From an optimization exercise on the open Yosys and OpenROAD flow, aimed at small area, a short achievable clock period and few clock cycles; shortcuts taken in it are not production practice. In this exercise RTL edits were held to simulation tests only and were not proved equivalent to the original. Power figures rest on the tool's default switching activity, not on a simulated workload.

Design source_text_tokenizer_top, start of the top module:
module source_text_tokenizer_top (
  input  logic        clk_i,
  input  logic        rst_ni,
  input  logic        in_valid,
  output logic        in_ready,
  input  logic [7:0]  in_text_byte,
  input  logic        in_end_of_text,
  output logic        out_valid,
  input  logic        out_ready,
  output logic [5:0]  out_kind,
  output logic [23:0] out_start_offset,
  output logic [15:0] out_token_length,
  output logic [15:0] out_token_line,
  output logic [15:0] out_token_col,
  output logic [7:0]  out_string_byte,
  output logic        out_last
);
clock: 9.0 ns
lec_check: 0
cap_margin: 20
core_margin: 2
core_utilization: 60
place_density: 0.7
slew_margin: 20
standard.sh (not shown) runs the stock make flow with config.mk's settings and CLKGATE_MAP_FILE= SYNTH_SCRIPT=/design/flow/synth_recipe.tcl, a recipe that flattens the netlist after the stock synthesis.
==> flow/flow/run.sh <==
#!/bin/bash
set -euo pipefail
export BUFFER_PORTS_ARGS="-buffer_cell sky130_fd_sc_hd__buf_1"
export CTS_ARGS="-sink_clustering_enable -repair_clock_nets -dont_use_dummy_load -buf_list sky130_fd_sc_hd__clkbuf_16"
export SETUP_SLACK_MARGIN=5.5
bash standard.sh > standard_flow.log 2>&1
Testbench counts at the start, summed over its fixed seeds: cycles 24,327.
Then changed:
==> flow/flow/run.sh (replaced) <==
#!/bin/bash
set -euo pipefail
export BUFFER_PORTS_ARGS="-buffer_cell sky130_fd_sc_hd__buf_1"
export CTS_ARGS="-sink_clustering_enable -repair_clock_nets -dont_use_dummy_load -buf_list sky130_fd_sc_hd__clkbuf_8 -sink_buffer_max_cap_derate 0.6"
export SETUP_SLACK_MARGIN=5.65
bash standard.sh > standard_flow.log 2>&1
Effect:
- design area rose by 0.51%
- hold slack gains 0.0083 ns
- non-clock buffer count rose by 23
- count of clock-buffer cells in the layout stays the same
- synthesized area does not change
- setup slack gains 0.097 ns
- register-to-register slack gains 0.08 ns
- die area is unchanged
- first-iteration DRC count rose by 13%
Then changed:
--- a/flow/flow/run.sh
+++ b/flow/flow/run.sh
@@ -5 +5 @@
-export SETUP_SLACK_MARGIN=5.65
+export SETUP_SLACK_MARGIN=5.25
Outcome: The changed run finished with timing, DRC and antenna clean. Core utilization falls by 2.8 points. Clock skew rises by 0.0037 ns. Die area does not change. Routed wire length falls by 4.3%. Count of clock-buffer cells in the layout stays the same. Global-route usage falls by 0.16 points.
Then changed:
--- a/flow/flow/run.sh
+++ b/flow/flow/run.sh
@@ -5 +5 @@
-export SETUP_SLACK_MARGIN=5.25
+export SETUP_SLACK_MARGIN=5.5
Settings changed: CAP_MARGIN 20 to 5, SLEW_MARGIN 20 to 5.
Clock-buffer cell count stays the same.
Routed wire length rises by 0.70%.
Die area does not change.
Power is higher by 2.3%.
Via count grows by 0.61%.

Setup of run A:
source_text_tokenizer_top, a different RTL version from the one above (not shown whole).
For scale: ~1600 cells after synthesis, ~270 flip-flops, about 100 I/O pins.
make LEC_CHECK=0 CAP_MARGIN=20 CORE_MARGIN=2 CORE_UTILIZATION=30 PLACE_DENSITY=0.45 SLEW_MARGIN=20 finish   # period 9.0 ns
run.sh (not shown) runs the stock make flow with config.mk's settings and CLKGATE_MAP_FILE= SYNTH_SCRIPT=/design/flow/synth_recipe.tcl, a recipe that flattens the netlist after the stock synthesis.
Stock flow here: none of the scripts above is used.
Run A: PASS, flow complete, no timing, DRC or antenna violations
Testbench counts of run A, summed over its fixed seeds: cycles 24,263.
--- input diff run A..run B ---
# run A
export LEC_CHECK = 0
export CAP_MARGIN = 20
export CORE_MARGIN = 2
export CORE_UTILIZATION = 30
export PLACE_DENSITY = 0.45
export SLEW_MARGIN = 20
create_clock -name core_clock -period 9.0 [get_ports {clk_i}]
# run B
export LEC_CHECK = 0
export CAP_MARGIN = 20
export CORE_MARGIN = 2
export CORE_UTILIZATION = 30
export PLACE_DENSITY = 0.45
export SETUP_SLACK_MARGIN = 5
export SLEW_MARGIN = 20
create_clock -name core_clock -period 9.0 [get_ports {clk_i}]
## What came out
Cmp run B vs run A: global-route usage higher in run B. Non-clock inverter total of the final layout on run B is up relative to run A. Run B ends up with a ratio of final minimum period to clock period that is 19 points lower than in run A. Run B reports a lower part of the power in the clock network than run A does. Of run B and run A, the higher worst hold slack belongs to run A. Compared with run A, run B shows clock buffer count that has gone down by more than 10%. From run A to run B the numbers moved as follows: layout overhead on the synthesized area climbed 4.3 points; total chip power went up.
The following lists how run C was set up differently from run B:
# run B
export LEC_CHECK = 0
export CAP_MARGIN = 20
export CORE_MARGIN = 2
export CORE_UTILIZATION = 30
export PLACE_DENSITY = 0.45
export SETUP_SLACK_MARGIN = 5
export SLEW_MARGIN = 20
create_clock -name core_clock -period 9.0 [get_ports {clk_i}]
# run C
export LEC_CHECK = 0
export ABC_AREA = 1
export CAP_MARGIN = 20
export CORE_MARGIN = 2
export CORE_UTILIZATION = 30
export PLACE_DENSITY = 0.45
export SETUP_SLACK_MARGIN = 5
export SLEW_MARGIN = 20
create_clock -name core_clock -period 9.0 [get_ports {clk_i}]
Results
- Changes observed in run C relative to run B: final-layout clock buffer total higher, number of detailed-routing iterations run before antenna repair higher, width of the die higher, met2 track utilization from global routing higher, power per unit of standard cell area higher.
- Number of hold violations in the final report: run C vs run B identical
- Higher data arrival time at the worst-slack endpoint was reported by run B, not run C.
- Run C finished every step from synthesis to the final layout, and the layout passed the timing, DRC and antenna checks.

== run 1 ==
Another version of the RTL of source_text_tokenizer_top (not shown whole).
Size in the first run: ~200 flip-flops, ~100 I/O pins, about 12000 µm² of cells after synthesis.
==> flow/config.mk <==
export PLATFORM = sky130hd
export DESIGN_NAME = source_text_tokenizer_top
export DESIGN_NICKNAME = source_text_tokenizer_top
export VERILOG_FILES = /design/flow/design.v
export SDC_FILE = /design/flow/constraint.sdc
export NUM_CORES = 4
export LEC_CHECK = 0
export ABC_CLOCK_PERIOD_IN_PS = 4000
export CAP_MARGIN = 20
export CORE_MARGIN = 2
export CORE_UTILIZATION = 30
export PLACE_DENSITY = 0.45
export SETUP_SLACK_MARGIN = 5
export SLEW_MARGIN = 20
==> flow/constraint.sdc <==
create_clock -name core_clock -period 9.0 [get_ports {clk_i}]
set_input_delay 1.8000 -clock core_clock [delete_from_list [all_inputs] [get_ports {clk_i}]]
set_output_delay 1.8000 -clock core_clock [all_outputs]
set_load 0.01 [all_outputs]
Testbench counts of run 1, summed over its fixed seeds: cycles 24,452.
Here is what was changed in the inputs of run 2 compared with run 1.
- changing PLACE_DENSITY from 0.45 to 0.7
- changing CORE_UTILIZATION from 30 to 60
- removing ABC_CLOCK_PERIOD_IN_PS (formerly 4000)
Findings:
- Every run (run 1 and run 2) finished clean.
- Min initial core utilization across run 1 and run 2: run 1
- The relative max-transition margin reported for run 2 is smaller than that of run 1 by 8.4 points.
- Total power consumption of the routed design delta (run 2 − run 1): favourable
- Leakage power of the design is higher on run 1
- Die span in y sits lower in run 2 than in run 1.
- Of the two values seen for launch point of the worst path, hb_q[4] was produced by run 1 and hb_q[6] by run 2.
- Going from run 1 to run 2, clock share of power decreased by 1.2 points relative to the old numbers; cell count decreased by 14% relative to the old numbers; ratio of final minimum period to clock period decreased by 0.68 points relative to the old numbers.
- Run 2 against run 1; wire length is down by more than 10%.
Input changes introduced in run 3 (baseline for comparison: run 2):
- a change of CORE_UTILIZATION from 60 to 30
- a change of PLACE_DENSITY from 0.7 to 0.45
## What came out
Looking at last weighted congestion value of the routability-driven placer, run 3 sits about 10% below run 2.
Summary of run 3 over run 2: fraction of met2 tracks used by global routing went down; number of flops mapped to enable cells by yosys essentially unchanged; total iterations of the first detailed-routing run saw a decrease.
Wire length: higher on run 3
Share of total power in combinational logic across run 2 and run 3: no real change.
Maximum fanout encountered on the critical timing path in run 3 is 39 below run 2.
The sequential share of power reported for run 3 is smaller than that of run 2 by 1.3 points.
Final total power, run 2 and run 3, lower one = run 2.

==> port drivers added, routing unchanged <==
The flow's constraints put no driver on any port. The routed layouts listed below were extracted and timed again, unchanged, in two steps.
Step 1 (the two cells are an assumption about what drives the block):
set clk [get_ports {clk_i}]
set_driving_cell -lib_cell sky130_fd_sc_hd__clkbuf_16 $clk
set_driving_cell -lib_cell sky130_fd_sc_hd__buf_2 [delete_from_list [all_inputs] $clk]
Step 2, shift: input delay + t, output delay - t, t = (earliest + latest rising clock arrival at the registers) / 2. This alone moves slack from input paths to output paths.
Slacks: ideal / step 1 / step 2; pairs: ideal / step 1.
run | t (ns) | setup slack, ns | latest minus earliest clock arrival (ns) | worst data-port slew with drivers (ns)
the first run of note 1 | 0.472 | 5.566 / 5.576 / 5.113 | 0.034 / 0.034 | 0.03
the second run of note 1 | 0.500 | 5.664 / 5.664 / 5.207 | 0.049 / 0.049 | 0.03
the third run of note 1 | 0.498 | 5.377 / 5.377 / 4.944 | 0.052 / 0.053 | 0.04
the fourth run of note 1 | 0.496 | 5.563 / 5.575 / 5.081 | 0.049 / 0.049 | 0.03
run A | 0.629 | 3.369 / 3.397 / 2.769 | 0.022 / 0.021 | 0.04
run B | 0.629 | 5.119 / 5.119 / 4.552 | 0.039 / 0.038 | 0.04
run C | 0.598 | 5.162 / 5.109 / 4.650 | 0.036 / 0.036 | 0.04
run 1 | 0.508 | 5.089 / 5.089 / 4.626 | 0.013 / 0.013 | 0.04
run 2 | 0.480 | 5.150 / 5.133 / 4.711 | 0.013 / 0.013 | 0.04
run 3 | 0.508 | 5.089 / 5.089 / 4.626 | 0.013 / 0.013 | 0.04
After both steps setup and hold are still met in every run listed. For run A, which loses most, drivers alone change the setup slack by +0.028 ns; drivers and shift together by -0.600 ns.
